Background: an optimization exercise with open tools, aiming at small area. Do not read the settings as production practice.
The RTL was checked by simulation tests, not by an equivalence proof against the original design.
No activity file was given, so power comes from the tool's default toggle rates.

==> design.v <==
module multi_color_centroid_tracker #(
  parameter int NUM_COLORS = 2,
  parameter int DATA_W     = 12,
  parameter int COORD_W    = 16,
  parameter int CNT_W      = 24,
  parameter int SUM_W      = 40,
  parameter int MIN_PIXELS = 64,
  localparam int SEL_W     = (NUM_COLORS > 1) ? $clog2(NUM_COLORS) : 1,
  localparam int C_W       = DATA_W / 3
) (
  input  logic                          iCLK,
  input  logic                          iRST,
  input  logic                          iEN,
  input  logic                          iFVAL,
  input  logic                          iDATA_VAL,
  input  logic [DATA_W-1:0]             iDATA,
  input  logic [COORD_W-1:0]            iX_Cont,
  input  logic [COORD_W-1:0]            iY_Cont,
  input  logic                          iCFG_WE,
  input  logic [SEL_W-1:0]              iCFG_SEL,
  input  logic [DATA_W-1:0]             iCFG_MEAN,
  input  logic [C_W-1:0]                iCFG_THRESH,
  output logic [NUM_COLORS-1:0]         oOBJ_VAL,
  output logic [NUM_COLORS*COORD_W-1:0] oX_POS,
  output logic [NUM_COLORS*COORD_W-1:0] oY_POS,
  output logic                          oDONE,
  output logic                          oBUSY,
  output logic                          oOVERRUN
);
  localparam int               BIT_W    = $clog2(SUM_W);
  localparam logic [BIT_W-1:0] LAST_BIT = BIT_W'(SUM_W - 1);
  localparam int               Q_W      = SUM_W - CNT_W;    
  typedef enum logic [2:0] {S_IDLE, S_DIV_X, S_DIV_Y, S_NEXT, S_DONE} state_t;
  function automatic logic [C_W-1:0] abs_diff(input logic [C_W-1:0] a, input logic [C_W-1:0] b);
    abs_diff = (a >= b) ? (a - b) : (b - a);
  endfunction
  function automatic logic color_match(input logic [DATA_W-1:0] pix,
                                       input logic [DATA_W-1:0] mean,
                                       input logic [C_W-1:0]    thr);
    logic ok;
    ok = 1'b1;
    for (int c = 0; c < 3; c++) begin
      if (abs_diff(pix[c*C_W +: C_W], mean[c*C_W +: C_W]) > thr) ok = 1'b0;
    end
    color_match = ok;
  endfunction
  logic fval_q, fall_q, frame_rise, acc_clr;
  assign frame_rise = iFVAL & ~fval_q;
  assign acc_clr    = frame_rise | fall_q;
  logic [1:0][DATA_W-1:0] stg_mean_q, stg_mean_d, act_mean_q;
  logic [1:0][C_W-1:0]    stg_thr_q, stg_thr_d, act_thr_q;
  always_comb begin
    stg_mean_d = stg_mean_q;
    stg_thr_d  = stg_thr_q;
    if (iRST) begin
      stg_mean_d = '0;
      stg_thr_d  = '0;
    end else if (iCFG_WE) begin
      stg_mean_d[iCFG_SEL] = iCFG_MEAN;
      stg_thr_d[iCFG_SEL]  = iCFG_THRESH;
    end
  end
  always_ff @(posedge iCLK) begin
    stg_mean_q <= stg_mean_d;
    stg_thr_q  <= stg_thr_d;
    if (iRST || !iFVAL) begin
      act_mean_q <= stg_mean_d;
      act_thr_q  <= stg_thr_d;
    end
  end
  logic [1:0]             match;
  logic [1:0][SUM_W-1:0]  acc_x_q, acc_y_q;
  logic [1:0][CNT_W-1:0]  acc_cnt_q;
  logic [1:0]             acc_ovf_q;
  always_comb begin
    for (int k = 0; k < 2; k++)
      match[k] = iEN & iFVAL & iDATA_VAL & color_match(iDATA, act_mean_q[k], act_thr_q[k]);
  end
  always_ff @(posedge iCLK) begin
    for (int k = 0; k < 2; k++) begin
      if (acc_clr) begin
        acc_x_q[k]   <= match[k] ? SUM_W'(iX_Cont) : '0;
        acc_y_q[k]   <= match[k] ? SUM_W'(iY_Cont) : '0;
        acc_cnt_q[k] <= CNT_W'(match[k]);
        acc_ovf_q[k] <= 1'b0;
      end else if (match[k]) begin
        if (&acc_cnt_q[k]) begin
          acc_ovf_q[k] <= 1'b1;
        end else begin
          acc_x_q[k]   <= acc_x_q[k] + SUM_W'(iX_Cont);
          acc_y_q[k]   <= acc_y_q[k] + SUM_W'(iY_Cont);
          acc_cnt_q[k] <= acc_cnt_q[k] + 1'b1;
        end
      end
    end
  end
  state_t                state_q, state_d;
  logic                  ch_q;
  logic [BIT_W-1:0]      bit_q;
  logic [1:0][SUM_W-1:0] op_x_q, op_y_q;
  logic [1:0][CNT_W-1:0] op_cnt_q;
  logic [1:0]            op_val_q;
  logic                  capture, ch_valid, step, div_ge;
  logic [SUM_W-1:0]      w_cur;
  logic [CNT_W-1:0]      d_cur, rem_new;
  logic [CNT_W:0]        rem_sh;
  logic [CNT_W+1:0]      diff;
  assign capture  = fall_q && (state_q == S_IDLE);
  assign ch_valid = op_val_q[ch_q];
  assign step     = ((state_q == S_DIV_X) || (state_q == S_DIV_Y)) && ch_valid &&
                    (bit_q < BIT_W'(Q_W));
  always_comb begin
    w_cur   = (state_q == S_DIV_Y) ? op_y_q[ch_q] : op_x_q[ch_q];
    d_cur   = op_cnt_q[ch_q];
    rem_sh  = {w_cur[SUM_W-1:Q_W], w_cur[Q_W-1]};
    diff    = {1'b0, rem_sh} - {2'b0, d_cur};
    div_ge  = ~diff[CNT_W+1];
    rem_new = div_ge ? diff[CNT_W-1:0] : rem_sh[CNT_W-1:0];
  end
  always_ff @(posedge iCLK) begin
    for (int k = 0; k < 2; k++) begin
      if (capture) begin
        op_x_q[k]   <= acc_x_q[k];
        op_y_q[k]   <= acc_y_q[k];
        op_cnt_q[k] <= acc_cnt_q[k];
        op_val_q[k] <= (acc_cnt_q[k] >= CNT_W'(MIN_PIXELS)) && !acc_ovf_q[k];
      end else if (step && (ch_q == k)) begin
        if (state_q == S_DIV_X) op_x_q[k] <= {rem_new, w_cur[Q_W-2:0], div_ge};
        else                    op_y_q[k] <= {rem_new, w_cur[Q_W-2:0], div_ge};
      end
    end
  end
  always_comb begin
    state_d = state_q;
    case (state_q)
      S_IDLE:  if (fall_q) state_d = S_DIV_X;
      S_DIV_X: begin
        if (!ch_valid)              state_d = S_NEXT;
        else if (bit_q == LAST_BIT) state_d = S_DIV_Y;
      end
      S_DIV_Y: if (bit_q == LAST_BIT) state_d = S_NEXT;
      S_NEXT:  state_d = ch_q ? S_DONE : S_DIV_X;
      S_DONE:  state_d = S_IDLE;
      default: state_d = S_IDLE;
    endcase
  end
  assign oBUSY    = (state_q != S_IDLE);
  assign oDONE    = (state_q == S_DONE);
  assign oOVERRUN = fall_q && (state_q != S_IDLE);
  always_ff @(posedge iCLK) begin
    case (state_q)
      S_IDLE: begin
        ch_q  <= 1'b0;
        bit_q <= '0;
      end
      S_DIV_X, S_DIV_Y: begin
        if (ch_valid) bit_q <= (bit_q == LAST_BIT) ? '0 : bit_q + 1'b1;
      end
      S_NEXT: ch_q <= 1'b1;
      default: ;
    endcase
  end
  logic [1:0]             obj_val_q;
  logic [1:0][COORD_W-1:0] x_pos_q, y_pos_q;
  always_ff @(posedge iCLK) begin
    if (iRST) begin
      fval_q    <= 1'b0;
      fall_q    <= 1'b0;
      state_q   <= S_IDLE;
      obj_val_q <= '0;
      x_pos_q   <= '0;
      y_pos_q   <= '0;
    end else begin
      fval_q  <= iFVAL;
      fall_q  <= fval_q & ~iFVAL;
      state_q <= state_d;
      if (state_q == S_NEXT) begin
        obj_val_q[ch_q] <= ch_valid;
        x_pos_q[ch_q]   <= ch_valid ? op_x_q[ch_q][COORD_W-1:0] : '0;
        y_pos_q[ch_q]   <= ch_valid ? op_y_q[ch_q][COORD_W-1:0] : '0;
      end
    end
  end
  assign oOBJ_VAL = obj_val_q;
  assign oX_POS   = x_pos_q;
  assign oY_POS   = y_pos_q;
endmodule
==> run.sh <==
#!/bin/bash
# synth_recipe.tcl (not shown) runs the flow's synth.tcl, then flattens the netlist and writes it again
# the make line also repeats each setting of config.mk as NAME=value (left out here)
make -C /OpenROAD-flow-scripts/flow DESIGN_CONFIG=/design/flow/config.mk WORK_HOME=/design/flow/orfs CLKGATE_MAP_FILE= SYNTH_SCRIPT=/design/flow/synth_recipe.tcl finish
==> config.mk <==
export PLATFORM = sky130hd
export DESIGN_NAME = multi_color_centroid_tracker
export DESIGN_NICKNAME = multi_color_centroid_tracker
export VERILOG_FILES = /design/flow/design.v
export SDC_FILE = /design/flow/constraint.sdc
export NUM_CORES = 4
export LEC_CHECK = 0
export CAP_MARGIN = 20
export CORE_MARGIN = 2
export CORE_UTILIZATION = 40
export SLEW_MARGIN = 20
==> constraint.sdc <==
create_clock -name core_clock -period 8.0 [get_ports {iCLK}]
set_input_delay 1.6000 -clock core_clock [delete_from_list [all_inputs] [get_ports {iCLK}]]
set_output_delay 1.6000 -clock core_clock [all_outputs]
set_load 0.01 [all_outputs]
==> flow_summary.html <==
<table>
<tr><th>Metric</th><th>Value</th></tr>
<tr><th colspan="2">Detailed routing</th></tr>
<tr><td>DRT Wirelength</td><td>84690 microns</td></tr>
<tr><td>Number of DRC markers after the initial detailed-route iteration</td><td>2216</td></tr>
<tr><td>Number of antenna-violating nets in the routed design</td><td>0</td></tr>
<tr><td>Routed WL per cell</td><td>20.91 microns</td></tr>
<tr><td>DRC viols</td><td>0</td></tr>
<tr><td>Routed via count</td><td>22931</td></tr>
<tr><td>First-pass iteration count of the detailed router</td><td>6</td></tr>
<tr><td>Drt via density</td><td>~5.7</td></tr>
<tr><th colspan="2">GRT</th></tr>
<tr><td>M1 GR Usage</td><td>0.3077</td></tr>
<tr><td>Largest net degree at the start of global routing</td><td>between 100 and 150</td></tr>
<tr><td>GRT Max-Usage Layer</td><td>met2</td></tr>
<tr><td>Met2 global-route usage</td><td>0.3365</td></tr>
<tr><td>Residual overflow from global routing</td><td>0</td></tr>
<tr><td>Vias in the first global route</td><td>~22000</td></tr>
<tr><td>Global routing usage summed across all routing layers</td><td>0.2129</td></tr>
<tr><td>Number of antenna violations at the first check in global routing</td><td>0</td></tr>
<tr><td>GR met3 Demand/Resource</td><td>0.03169</td></tr>
<tr><td>First-pass GRT wire length</td><td>130400 microns</td></tr>
<tr><th colspan="2">Timing</th></tr>
<tr><td>Setup tns final</td><td>0 ns</td></tr>
<tr><td>Fmax</td><td>around 160 MHz</td></tr>
<tr><td>Hold violation count in the final report</td><td>0</td></tr>
<tr><td>Worst slew margin relative to its limit</td><td>0.3308</td></tr>
<tr><td>Measured slew at the worst slew-check pin</td><td>0.9907 ns</td></tr>
<tr><td>Unrepaired setup endpoints after global routing</td><td>false</td></tr>
<tr><td>Time the final worst path needs with I/O delays and setup</td><td>6.402 ns</td></tr>
<tr><td>Final setup violation count</td><td>0</td></tr>
<tr><td>Setup slack of the critical path after layout</td><td>about 1.6 ns</td></tr>
<tr><td>Final Max Tran Viols</td><td>0</td></tr>
<tr><td>Post-route fraction of the period consumed by the critical path</td><td>0.8003</td></tr>
<tr><td>Post-route clock skew</td><td>around 0.05 ns</td></tr>
<tr><th colspan="2">Critical path</th></tr>
<tr><td>Worst path buffer plus inverter count</td><td>2</td></tr>
<tr><td>Crit-path max cell delay</td><td>0.92 ns</td></tr>
<tr><td>Critical Path Source</td><td>iDATA[9]</td></tr>
<tr><td>Critical path cell sequence</td><td>clkdlybuf4s50_1, inv_1, ha_1, a21o_1, a21o_1, a21oi_1, mux2_2, ha_1, nor2b_1, o21a_1, o21a_1, o21ai_0, nand4_1, nor3_1, nand4_1, xor2_1, nor2_1</td></tr>
<tr><td>Arrival @ worst endpoint</td><td>between 6 and 7 ns</td></tr>
<tr><td>Worst setup SP type</td><td>input pin</td></tr>
<tr><td>Startpoint of the worst-slack reg-to-reg timing path</td><td>state_q[1]$_SDFFE_PP0P_</td></tr>
<tr><td>Worst path slowest cell</td><td>sky130_fd_sc_hd__nor3_1</td></tr>
<tr><td>Startpoint-to-endpoint class of the critical path</td><td>in2reg</td></tr>
<tr><td>Kind of cell with the highest combined delay on the critical path</td><td>simple AND/OR/NAND/NOR gates</td></tr>
<tr><td>Logic depth of the worst register-to-register path</td><td>13</td></tr>
<tr><td>Path length in cells of the critical path</td><td>17</td></tr>
<tr><td>Worst endpoint required time</td><td>between 8 and 9 ns</td></tr>
<tr><td>Highest fanout seen on the critical path</td><td>8</td></tr>
<tr><td>Crit. End Element</td><td>flop</td></tr>
<tr><th colspan="2">Synthesis</th></tr>
<tr><td>Count of flip-flops with a built-in enable after synthesis</td><td>411</td></tr>
<tr><td>Sequential cell area fraction in the yosys report</td><td>0.5046</td></tr>
<tr><td>Most frequent cell after synthesis</td><td>sky130_fd_sc_hd__edfxtp_1</td></tr>
<tr><td>Synthesized netlist net count</td><td>3173</td></tr>
<tr><td>Fraction of post-synthesis cell area in the top cell type by area</td><td>0.4054</td></tr>
<tr><td>Cell types occupying the most area after synthesis</td><td>sky130_fd_sc_hd__edfxtp_1, sky130_fd_sc_hd__dfxtp_1, sky130_fd_sc_hd__ha_1</td></tr>
<tr><td>Post-Synthesis Cells</td><td>2930</td></tr>
<tr><td>Ranking of synthesized cells by instance count</td><td>sky130_fd_sc_hd__edfxtp_1, sky130_fd_sc_hd__nand2_1, sky130_fd_sc_hd__nor2_1, sky130_fd_sc_hd__a21oi_1, sky130_fd_sc_hd__ha_1</td></tr>
<tr><td>Number of distinct standard cells referenced by the synthesized netlist</td><td>69</td></tr>
<tr><td>Share of flip-flops with an asynchronous set or reset</td><td>0</td></tr>
<tr><td>Cell type contributing the most total cell area after synthesis</td><td>sky130_fd_sc_hd__edfxtp_1</td></tr>
<tr><td>Warning count from the yosys run</td><td>1</td></tr>
<tr><td>Cell area after synthesis</td><td>around 30000 sq um</td></tr>
<tr><td>#FFs+latches synth</td><td>562</td></tr>
<tr><td>Top_reg_cell synth</td><td>sky130_fd_sc_hd__edfxtp_1</td></tr>
<tr><td>Mean Syn Cell Area</td><td>~10 sq um</td></tr>
<tr><th colspan="2">Placed design</th></tr>
<tr><td>Worst slack at placement</td><td>~0.91 ns</td></tr>
<tr><td>DP HPWL</td><td>approximately 60000 microns</td></tr>
<tr><td>RD Place Congestion</td><td>around 0.86</td></tr>
<tr><td>Number of buffers inserted by port buffering</td><td>between 100 and 150</td></tr>
<tr><th colspan="2">CTS</th></tr>
<tr><td>Clock Tree Root</td><td>sky130_fd_sc_hd__clkbuf_16</td></tr>
<tr><td>Clock insertion delay at the later pin of the skew report</td><td>roughly 0.66 ns</td></tr>
<tr><td>Clock tree from TritonCTS</td><td>done</td></tr>
<tr><td>Hold-fix buffer count after cts</td><td>0</td></tr>
<tr><td>Setup fix buffers added after clock tree synthesis</td><td>0</td></tr>
<tr><td>Gates resized, CTS repair</td><td>0</td></tr>
<tr><td>Clock-pin slew of the registers on the worst-case setup and hold paths</td><td>approximately 0.060 ns</td></tr>
<tr><td>Clock Sinks</td><td>between 500 and 600</td></tr>
<tr><td>Total CTS buffers</td><td>60</td></tr>
<tr><td>Number of buffers between clock root and the deepest sink</td><td>3</td></tr>
<tr><td>H-Tree Level Count</td><td>2</td></tr>
<tr><th colspan="2">Min path</th></tr>
<tr><td>Worst hold path stage count</td><td>2</td></tr>
<tr><td>Class of the tightest hold or removal check</td><td>reg2reg</td></tr>
<tr><th colspan="2">Die</th></tr>
<tr><td>Total number of placement rows</td><td>101</td></tr>
<tr><td>Die width</td><td>between 200 and 300 microns</td></tr>
<tr><td>Starting utilization of the core area</td><td>0.4022</td></tr>
<tr><td>I/O pin count</td><td>136</td></tr>
<tr><td>Total die area</td><td>a little under 80000 sq um</td></tr>
<tr><td>Die height</td><td>between 200 and 300 microns</td></tr>
<tr><td>Placeable Area</td><td>around 76000 sq um</td></tr>
<tr><th colspan="2">Final layout</th></tr>
<tr><td>Final Net Count</td><td>between 3000 and 4000</td></tr>
<tr><td>Share of post-route cells with drive strength above 1</td><td>0.06508</td></tr>
<tr><td>End-of-flow core utilization</td><td>0.4595</td></tr>
<tr><td>Diodes inserted</td><td>0</td></tr>
<tr><td>Area Overhead vs Synth</td><td>14.23%</td></tr>
<tr><th colspan="2">Run status</th></tr>
<tr><td>Status</td><td>finished clean</td></tr>
<tr><th colspan="2">Pwr</th></tr>
<tr><td>Static leakage power</td><td>0.01277 uW</td></tr>
<tr><td>VDD IR-drop max</td><td>0.0002117 V</td></tr>
<tr><td>Pwr Density</td><td>approximately 310 nW/um^2</td></tr>
<tr><th colspan="2">Flow run</th></tr>
<tr><td>Max Cap Violations</td><td>0</td></tr>
</table>
-- cells by family (layout without fill, tap and decap cells) --
logic type                 Yosys count  after routing  synth area share
adders and majority gates          176            176           0.07652
xor gates and xnor gates           188            188           0.05408
muxes                              105            105           0.05096
buffers and inverters              241            384           0.03049
DFF                                562            562            0.5046
and+or+nand+nor                   1053           1053            0.1627
AOI/OAI and AO/OA                  605            605            0.1207
-- cell type report --
class	count	area [sq um]
clock buffer	85	1675
clock inverter	27	236.5
fill	6990	40920
inverter	105	399.1
multi-input combinational	2127	14240
sequential	562	15360
tap	978	1224
timing repair buffer	167	1639
-- cells in the final DEF, fill, tap and decap left out, types with 39 or more instances in the layout --
master / synthesis / layout
sky130_fd_sc_hd__mux4_2: 39 / 39
sky130_fd_sc_hd__o22ai_1: 45 / 45
sky130_fd_sc_hd__nand3_1: 73 / 73
sky130_fd_sc_hd__clkbuf_16: 0 / 60
sky130_fd_sc_hd__and3_1: 41 / 41
sky130_fd_sc_hd__ha_1: 159 / 159
sky130_fd_sc_hd__xor2_1: 77 / 77
sky130_fd_sc_hd__nand4_1: 96 / 96
sky130_fd_sc_hd__a21o_1: 113 / 112
sky130_fd_sc_hd__inv_1: 104 / 103
sky130_fd_sc_hd__mux2i_1: 56 / 56
sky130_fd_sc_hd__a21oi_1: 227 / 226
sky130_fd_sc_hd__edfxtp_1: 411 / 411
sky130_fd_sc_hd__clkdlybuf4s50_1: 0 / 134
sky130_fd_sc_hd__nand2_1: 400 / 399
sky130_fd_sc_hd__nor2_1: 230 / 228
sky130_fd_sc_hd__xnor2_1: 111 / 111
sky130_fd_sc_hd__o21ai_0: 113 / 110
sky130_fd_sc_hd__dfxtp_1: 151 / 151
sky130_fd_sc_hd__nor3_1: 50 / 50
-- path summary, 6_finish.rpt --
path	end	slack [ns]
setup / recovery	acc_cnt_q[8]$_SDFFE_PN0P_	1.60
hold / removal	flop	0.45
setup reg to reg	op_x_q[69]$_DFFE_PP_	2.70
hold reg to reg	flop	0.45
-- layer usage --
layer  wire (microns)  vias up
met5                0        -
met4             1757        0
met3             5633      117
met2            38470      732
met1            38830    11233
li1                 -    10849
-- worst register-to-register path, stage by stage, from the launching register on --
cell                       delay [ns]
sky130_fd_sc_hd__dfxtp_1         0.43
sky130_fd_sc_hd__nor3b_4         0.30
sky130_fd_sc_hd__buf_4           0.53
sky130_fd_sc_hd__mux4_2          0.63
sky130_fd_sc_hd__ha_1            0.40
sky130_fd_sc_hd__and2_1          0.21
sky130_fd_sc_hd__o31a_1          0.33
sky130_fd_sc_hd__or3_4           0.42
sky130_fd_sc_hd__and2_4          0.17
sky130_fd_sc_hd__a211oi_4        0.51
sky130_fd_sc_hd__buf_4           0.45
sky130_fd_sc_hd__nor2_1          0.10
sky130_fd_sc_hd__a21oi_1         0.40
sky130_fd_sc_hd__o21ai_0         0.15
-- through the flow --
stage          cells  power (uW)  hold WS [ns]  instance area [sq um]
2_1_floorplan   2930        7087        0.4305                  30450
3_3_place_gp    3938        8069        0.4420                  32860
3_5_place_dp    3938        8168        0.4443                  32860
4_1_cts         4050       10920        0.4506                  34770
5_1_grt         4051       11550        0.4666                  34780
6_report        4051       10890        0.4502                  34780
-- report_power, final --
part	switching (uW)	internal [uW]
logic	2380	1690
registers	244	3860
clock network	1210	1520
total	3830	7070

==> port drivers added, routing unchanged <==
The results above use ideal ports. As a check the final layout listed here was re-extracted and re-timed, cells and wires unchanged. Step 1 sets driving cells, clkbuf_16 on the clock port and buf_2 on the other inputs (assumed; they add their load-dependent delay and slew). Step 2 adds t to the input delays and takes it off the output delays; t is the mean of the earliest and latest rising clock arrival at the registers after step 1. Input paths then give back, and output paths get back, about the clock's delay inside the block. Three values: ideal ports, drivers, drivers and shift; two values: the first two.
t, ns: 0.692
slack for setup (ns): 1.598 / 1.631 / 0.940
hold slack, ns: 0.450 / 0.450 / 0.450
worst setup path after step 2: input to register
After both steps this run still meets setup and hold. The setup slack of this run moves by +0.033 ns with the drivers and by -0.658 ns with both steps.
